This is an optimization exercise on Yosys and OpenROAD, whose aim is small area, not a production implementation. In this exercise RTL edits were held to simulation tests only and were not proved equivalent to the original. Power is estimated from default activity; no workload was simulated. The clock port is modelled as an ideal driver; clocking choices that lean on that would not hold on a real chip.

==> 10-12: inputs <==
==> flow/design.v <==
module rm_aoi222 (
    input  logic a0, b0, a1, b1, a2, b2,
    output logic y
);
    assign y = ~((a0 & b0) | (a1 & b1) | (a2 & b2));
endmodule
module rm_aoi21 (
    input  logic a0, b0, c,
    output logic y
);
    assign y = ~((a0 & b0) | c);
endmodule
module rm_nand4 (
    input  logic a, b, c, d,
    output logic y
);
    assign y = ~(a & b & c & d);
endmodule
module rm_nand3 (
    input  logic a, b, c,
    output logic y
);
    assign y = ~(a & b & c);
endmodule
module rm_nor2 (
    input  logic a, b,
    output logic y
);
    assign y = ~(a | b);
endmodule
module rm_nand2 (
    input  logic a, b,
    output logic y
);
    assign y = ~(a & b);
endmodule
module rm_and3 (
    input  logic a, b, c,
    output logic y
);
    assign y = a & b & c;
endmodule
module rm_or2 (
    input  logic a, b,
    output logic y
);
    assign y = a | b;
endmodule
module rm_rdbit #(
    parameter int N     = 49,
    parameter bit EXTRA = 1'b0
) (
    input  logic [N-1:0] sel,
    input  logic [N-1:0] d,
    input  logic         extra,
    output logic         y
);
    logic [15:0] n;
    logic        n16;
    logic [3:0]  h;
    logic [1:0]  g;
    for (genvar j = 0; j < 16; j++) begin : g_aoi
        rm_aoi222 u (.a0(sel[3*j]), .b0(d[3*j]), .a1(sel[3*j+1]), .b1(d[3*j+1]),
                     .a2(sel[3*j+2]), .b2(d[3*j+2]), .y(n[j]));
    end
    if (EXTRA) begin : g_x
        rm_aoi21 u_last (.a0(sel[48]), .b0(d[48]), .c(extra), .y(n16));
    end else begin : g_nx
        rm_nand2 u_last (.a(sel[48]), .b(d[48]), .y(n16));
    end
    for (genvar j = 0; j < 4; j++) begin : g_nand
        rm_nand4 u (.a(n[4*j]), .b(n[4*j+1]), .c(n[4*j+2]), .d(n[4*j+3]), .y(h[j]));
    end
    rm_nor2  u_g0 (.a(h[0]), .b(h[1]), .y(g[0]));
    rm_nor2  u_g1 (.a(h[2]), .b(h[3]), .y(g[1]));
    rm_nand3 u_out (.a(g[0]), .b(g[1]), .c(n16), .y(y));
endmodule
module apb_modport #(
    parameter int ADDR_WIDTH     = 32,
    parameter int DATA_WIDTH     = 32,
    parameter int NO_OF_SLAVES   = 7,
    parameter int REGS_PER_SLAVE = 8
) (
    input  logic                    pclock,
    input  logic                    presetn,    
    input  logic [ADDR_WIDTH-1:0]   paddr,
    input  logic [DATA_WIDTH-1:0]   pwdata,
    input  logic                    pwrite,
    input  logic [NO_OF_SLAVES-1:0] psel_x,
    input  logic                    penable,
    output logic [DATA_WIDTH-1:0]   prdata,
    output logic                    pready,
    output logic                    pslverr
);
    localparam int DATA_REGS = REGS_PER_SLAVE - 1;
    localparam int IDX_W     = $clog2(REGS_PER_SLAVE);
    localparam int WIN_LSB   = IDX_W + 2;
    localparam logic [15:0] ID_TAG = 16'hA9B0;
    localparam int NW        = NO_OF_SLAVES * DATA_REGS;
    logic [DATA_WIDTH-1:0] data_q [NW];
    logic [NW-1:0]         valid_q;
    logic [NW-1:0]         valid_d;
    logic [IDX_W-1:0]      reg_idx;
    logic                  sel_any;
    logic                  sel_multi;
    logic                  access;
    logic                  addr_ok;
    logic                  xfer_err;
    logic                  wr_en;
    logic                  rd_en;
    logic [REGS_PER_SLAVE-1:0] idx_dec;
    logic [REGS_PER_SLAVE-1:0] idx_dec_n;
    logic [NO_OF_SLAVES-1:0]   wk_n;
    logic [NO_OF_SLAVES-1:0]   rk;
    logic [NW-1:0]         wsel;
    logic [NW-1:0]         rsel;
    logic [DATA_WIDTH-1:0] id_word;
    logic [DATA_WIDTH-1:0] rd_id;
    always_comb begin
        sel_multi = 1'b0;
        for (int a = 0; a < NO_OF_SLAVES; a++)
            for (int b = a + 1; b < NO_OF_SLAVES; b++)
                sel_multi = sel_multi | (psel_x[a] & psel_x[b]);
    end
    assign sel_any  = |psel_x;
    assign reg_idx  = paddr[WIN_LSB-1:2];
    assign addr_ok  = ~|paddr[1:0] & ~|paddr[ADDR_WIDTH-1:WIN_LSB];
    assign access   = sel_any & penable;
    assign xfer_err = sel_multi | ~addr_ok | (pwrite & (reg_idx == IDX_W'(DATA_REGS)));
    assign wr_en    = access & pwrite & ~sel_multi & addr_ok;
    assign rd_en    = access & ~pwrite & ~sel_multi & addr_ok & ~presetn;
    always_comb
        for (int r = 0; r < REGS_PER_SLAVE; r++) begin
            idx_dec[r]   = (reg_idx == IDX_W'(r));
            idx_dec_n[r] = ~idx_dec[r];
        end
    always_comb
        for (int k = 0; k < NO_OF_SLAVES; k++) begin
            wk_n[k] = ~(wr_en & psel_x[k]);
            rk[k]   = rd_en & psel_x[k];
        end
    for (genvar k = 0; k < NO_OF_SLAVES; k++) begin : g_bank
        for (genvar r = 0; r < DATA_REGS; r++) begin : g_word
            localparam int W = k * DATA_REGS + r;
            rm_nor2 u_ws (.a(wk_n[k]), .b(idx_dec_n[r]), .y(wsel[W]));
            rm_or2  u_vd (.a(valid_q[W]), .b(wsel[W]), .y(valid_d[W]));
            rm_and3 u_rs (.a(rk[k]), .b(idx_dec[r]), .c(valid_q[W]), .y(rsel[W]));
        end
    end
    always_comb begin
        id_word = '0;
        for (int k = 0; k < NO_OF_SLAVES; k++)
            id_word = id_word | ({DATA_WIDTH{psel_x[k]}} & DATA_WIDTH'({ID_TAG, 8'h00, 8'(k)}));
        rd_id = id_word & {DATA_WIDTH{rd_en & idx_dec[DATA_REGS]}};
    end
    for (genvar b = 0; b < DATA_WIDTH; b++) begin : g_rd
        localparam logic [DATA_WIDTH-1:0] ID_ONES = DATA_WIDTH'({ID_TAG, 16'h00FF});
        logic [NW-1:0] col;
        for (genvar w = 0; w < NW; w++) begin : g_col
            assign col[w] = data_q[w][b];
        end
        rm_rdbit #(.N(NW), .EXTRA(ID_ONES[b])) u_bit (.sel(rsel), .d(col), .extra(rd_id[b]), .y(prdata[b]));
    end
    always_ff @(posedge pclock or posedge presetn) begin
        if (presetn) valid_q <= '0;
        else         valid_q <= valid_d;
    end
    always_ff @(posedge pclock) begin
        for (int w = 0; w < NW; w++)
            if (wsel[w]) data_q[w] <= pwdata;
    end
    assign pready  = access & ~presetn;
    assign pslverr = access & xfer_err & ~presetn;
endmodule
==> flow/run.sh <==
#!/bin/bash
# synth_recipe.tcl (not shown) runs the flow's synth.tcl, then flattens the netlist and writes it again
# the make line also repeats each setting of config.mk as NAME=value (left out here)
make -C /OpenROAD-flow-scripts/flow DESIGN_CONFIG=/design/flow/config.mk WORK_HOME=/design/flow/orfs CLKGATE_MAP_FILE= SYNTH_SCRIPT=/design/flow/synth_recipe.tcl finish
==> flow/config.mk <==
export PLATFORM = sky130hd
export DESIGN_NAME = apb_modport
export DESIGN_NICKNAME = apb_modport
export VERILOG_FILES = /design/flow/design.v
export SDC_FILE = /design/flow/constraint.sdc
export NUM_CORES = 4
export LEC_CHECK = 0
export CAP_MARGIN = 10
export CORE_MARGIN = 2
export CORE_UTILIZATION = 40
export CTS_BUF_LIST = sky130_fd_sc_hd__clkbuf_16
export CTS_CLUSTER_DIAMETER = 100
export CTS_CLUSTER_SIZE = 32
export SLEW_MARGIN = 10
export SYNTH_HIERARCHICAL = 1
export SYNTH_MINIMUM_KEEP_SIZE = 0
==> flow/constraint.sdc <==
create_clock -name core_clock -period 12.0 [get_ports {pclock}]
set_input_delay 2.4000 -clock core_clock [delete_from_list [all_inputs] [get_ports {pclock}]]
set_output_delay 2.4000 -clock core_clock [all_outputs]
set_load 0.01 [all_outputs]
==> 07-27: changes against 10-12 <==
--- a/flow/design.v
+++ b/flow/design.v
@@ -3,12 +3,6 @@
     output logic y
 );
     assign y = ~((a0 & b0) | (a1 & b1) | (a2 & b2));
-endmodule
-module rm_aoi21 (
-    input  logic a0, b0, c,
-    output logic y
-);
-    assign y = ~((a0 & b0) | c);
 endmodule
 module rm_nand4 (
     input  logic a, b, c, d,
@@ -52,7 +46,7 @@
 ) (
     input  logic [N-1:0] sel,
     input  logic [N-1:0] d,
-    input  logic         extra,
+    input  logic         extra_n,
     output logic         y
 );
     logic [15:0] n;
@@ -63,17 +57,17 @@
         rm_aoi222 u (.a0(sel[3*j]), .b0(d[3*j]), .a1(sel[3*j+1]), .b1(d[3*j+1]),
                      .a2(sel[3*j+2]), .b2(d[3*j+2]), .y(n[j]));
     end
-    if (EXTRA) begin : g_x
-        rm_aoi21 u_last (.a0(sel[48]), .b0(d[48]), .c(extra), .y(n16));
-    end else begin : g_nx
-        rm_nand2 u_last (.a(sel[48]), .b(d[48]), .y(n16));
-    end
+    rm_nand2 u_last (.a(sel[48]), .b(d[48]), .y(n16));
     for (genvar j = 0; j < 4; j++) begin : g_nand
         rm_nand4 u (.a(n[4*j]), .b(n[4*j+1]), .c(n[4*j+2]), .d(n[4*j+3]), .y(h[j]));
     end
     rm_nor2  u_g0 (.a(h[0]), .b(h[1]), .y(g[0]));
     rm_nor2  u_g1 (.a(h[2]), .b(h[3]), .y(g[1]));
-    rm_nand3 u_out (.a(g[0]), .b(g[1]), .c(n16), .y(y));
+    if (EXTRA) begin : g_x
+        rm_nand4 u_out (.a(g[0]), .b(g[1]), .c(n16), .d(extra_n), .y(y));
+    end else begin : g_nx
+        rm_nand3 u_out (.a(g[0]), .b(g[1]), .c(n16), .y(y));
+    end
 endmodule
 module apb_modport #(
     parameter int ADDR_WIDTH     = 32,
@@ -159,7 +153,7 @@
         for (genvar w = 0; w < NW; w++) begin : g_col
             assign col[w] = data_q[w][b];
         end
-        rm_rdbit #(.N(NW), .EXTRA(ID_ONES[b])) u_bit (.sel(rsel), .d(col), .extra(rd_id[b]), .y(prdata[b]));
+        rm_rdbit #(.N(NW), .EXTRA(ID_ONES[b])) u_bit (.sel(rsel), .d(col), .extra_n(~rd_id[b]), .y(prdata[b]));
     end
     always_ff @(posedge pclock or posedge presetn) begin
         if (presetn) valid_q <= '0;
==> flow/flow/run.sh (new file) <==
#!/bin/bash
# Own flow: the standard ORFS layout, with smaller port buffers and a clock
# tree without dummy balancing loads.
set -euo pipefail
{
  echo 'export BUFFER_PORTS_ARGS = -buffer_cell sky130_fd_sc_hd__buf_1'
  echo 'export CTS_ARGS = -sink_clustering_enable -repair_clock_nets -sink_clustering_size 32 -sink_clustering_max_diameter 100 -buf_list sky130_fd_sc_hd__clkbuf_16 -dont_use_dummy_load'
} >> config.mk
cp config.mk config_mk.txt
bash standard.sh finish > standard.log 2>&1
==> flow/standard.sh (new file) <==
#!/bin/bash
# synth_recipe.tcl (not shown) runs the flow's synth.tcl, then flattens the netlist and writes it again
# the make line also repeats each setting of config.mk as NAME=value (left out here)
make -C /OpenROAD-flow-scripts/flow DESIGN_CONFIG=/design/flow/config.mk WORK_HOME=/design/flow/orfs CLKGATE_MAP_FILE= SYNTH_SCRIPT=/design/flow/synth_recipe.tcl "${@:-finish}"
- BUFFER_PORTS_ARGS: default -> -buffer_cell sky130_fd_sc_hd__buf_1
- CTS_ARGS: default -> -sink_clustering_enable -repair_clock_nets -sink_clustering_size 32 -sink_clustering_max_diameter 100 -buf_list sky130_fd_sc_hd__clkbuf_16 -dont_use_dummy_load
- PLACE_DENSITY: default -> 0.85
removed: flow/run.sh
==> 10-14: changes against 10-12 <==
==> flow/flow/run.sh (new file) <==
#!/bin/bash
# Own flow: the standard ORFS layout, with small port buffers and
# power/area recovery on non-critical gates after global routing.
set -euo pipefail
cp standard.sh standard_sh.txt
{
  echo 'export BUFFER_PORTS_ARGS = -buffer_cell sky130_fd_sc_hd__buf_2'
  echo 'export RECOVER_POWER = 100'
} >> config.mk
cp config.mk config_mk.txt
bash standard.sh finish > standard.log 2>&1
==> flow/standard.sh (new file) <==
#!/bin/bash
# synth_recipe.tcl (not shown) runs the flow's synth.tcl, then flattens the netlist and writes it again
# the make line also repeats each setting of config.mk as NAME=value (left out here)
make -C /OpenROAD-flow-scripts/flow DESIGN_CONFIG=/design/flow/config.mk WORK_HOME=/design/flow/orfs CLKGATE_MAP_FILE= SYNTH_SCRIPT=/design/flow/synth_recipe.tcl "${@:-finish}"
- BUFFER_PORTS_ARGS: default -> -buffer_cell sky130_fd_sc_hd__buf_2
- CAP_MARGIN: 10 -> 30
- RECOVER_POWER: default -> 100
- SLEW_MARGIN: 10 -> 30
removed: flow/run.sh
==> 09-25: changes against 10-12 <==
==> flow/flow/run.sh (new file) <==
#!/bin/bash
# Own flow: the standard ORFS layout, with smaller port buffers.
set -euo pipefail
echo 'export BUFFER_PORTS_ARGS = -buffer_cell sky130_fd_sc_hd__buf_1' >> config.mk
cp config.mk config_mk.txt
bash standard.sh finish > standard.log 2>&1
==> flow/standard.sh (new file) <==
#!/bin/bash
# synth_recipe.tcl (not shown) runs the flow's synth.tcl, then flattens the netlist and writes it again
# the make line also repeats each setting of config.mk as NAME=value (left out here)
make -C /OpenROAD-flow-scripts/flow DESIGN_CONFIG=/design/flow/config.mk WORK_HOME=/design/flow/orfs CLKGATE_MAP_FILE= SYNTH_SCRIPT=/design/flow/synth_recipe.tcl "${@:-finish}"
- BUFFER_PORTS_ARGS: default -> -buffer_cell sky130_fd_sc_hd__buf_1
- PLACE_DENSITY: default -> 0.85
removed: flow/run.sh
==> results.txt <==
Cells after Synth=2608; internal power=7.058 mW; R2R Setup Slk=11.23 ns; Die Area=0.1435 mm²; 1st-pass router iterations=10; reg2reg start=valid_q[6]; Synth Area in Simple Gates=0.04398; PD cells=141.8 mW/mm²; crit path capture=prdata[26]; chip width=378.8 µm; Die Ht=378.8 µm; worst vdd ir=0.1274 mV; first-pass GRT wire length=212700 µm; outcome=complete, no violations; Worst Max-Slew Pin Slew=1.333 ns
# the run above: 09-25

==> results.txt <==
outcome=complete, but fails checks; internal power=7.074 mW; Worst Max-Slew Pin Slew=3.018 ns; Max Cap Violations=87; worst vdd ir=0.1150 mV; crit path capture=prdata[16]; max-slew violation count=3186; SO Faults=capacitance limit, slew limit
# the run above: 10-14

==> results.txt <==
outcome=complete, no violations; 1st-pass router iterations=10; PD cells=141.5 mW/mm²; Die Ht=378.8 µm; chip width=378.8 µm; Cells after Synth=2608; Synth Area in Simple Gates=0.04398; reg2reg start=valid_q[42]; crit path capture=prdata[18]; hold endpoint=valid_q[6]; R2R Setup Slk=11.27 ns; met3 usage=0.04196; internal power=7.113 mW; Worst Max-Slew Pin Slew=1.276 ns; worst vdd ir=0.1141 mV
# the run above: 10-12

==> results.txt <==
outcome=complete, no violations; R2R Setup Slk=11.24 ns; internal power=7.038 mW; Die Area=0.1433 mm²; first-pass GRT wire length=215600 µm; Die Ht=378.5 µm; reg2reg start=valid_q[6]; PD cells=140.6 mW/mm²; worst vdd ir=0.1154 mV; chip width=378.5 µm; Worst Max-Slew Pin Slew=1.290 ns
# the run above: 07-27

-- afterwards: timing with drivers on the ports --
No port has a modelled driver above. Below, the same layouts with a new extraction and two added sets of constraints.
Step 1, drivers: a clkbuf_16 drives pclock and a buf_2 each remaining input, both assumed.
Step 2 times the ports against the registers' clock, not the clock port: input delays grow and output delays shrink by t, the midpoint of the rising clock arrivals with the driver on.
Slacks: ideal / step 1 / step 2; pairs: ideal / step 1.
run | shift t [ns] | slack for setup (ns) | hold slack, ns | worst setup path after step 2 | worst slew at a driven data input, ns
10-12 | 0.777 | 1.177 / 1.155 / 1.155 | 0.470 / 0.470 / 0.470 | input to output | 0.23
07-27 | 0.726 | 1.618 / 1.560 / 1.560 | 0.469 / 0.469 / 0.469 | input to output | 0.26
10-14 | 0.780 | 1.601 / 1.581 / 1.581 | 0.468 / 0.468 / 0.468 | input to output | 0.19
09-25 | 0.787 | 2.562 / 2.475 / 2.475 | 0.466 / 0.466 / 0.466 | input to output | 0.30
For 09-25, which loses most, drivers alone change the setup slack by -0.087 ns; drivers and shift together by -0.087 ns.
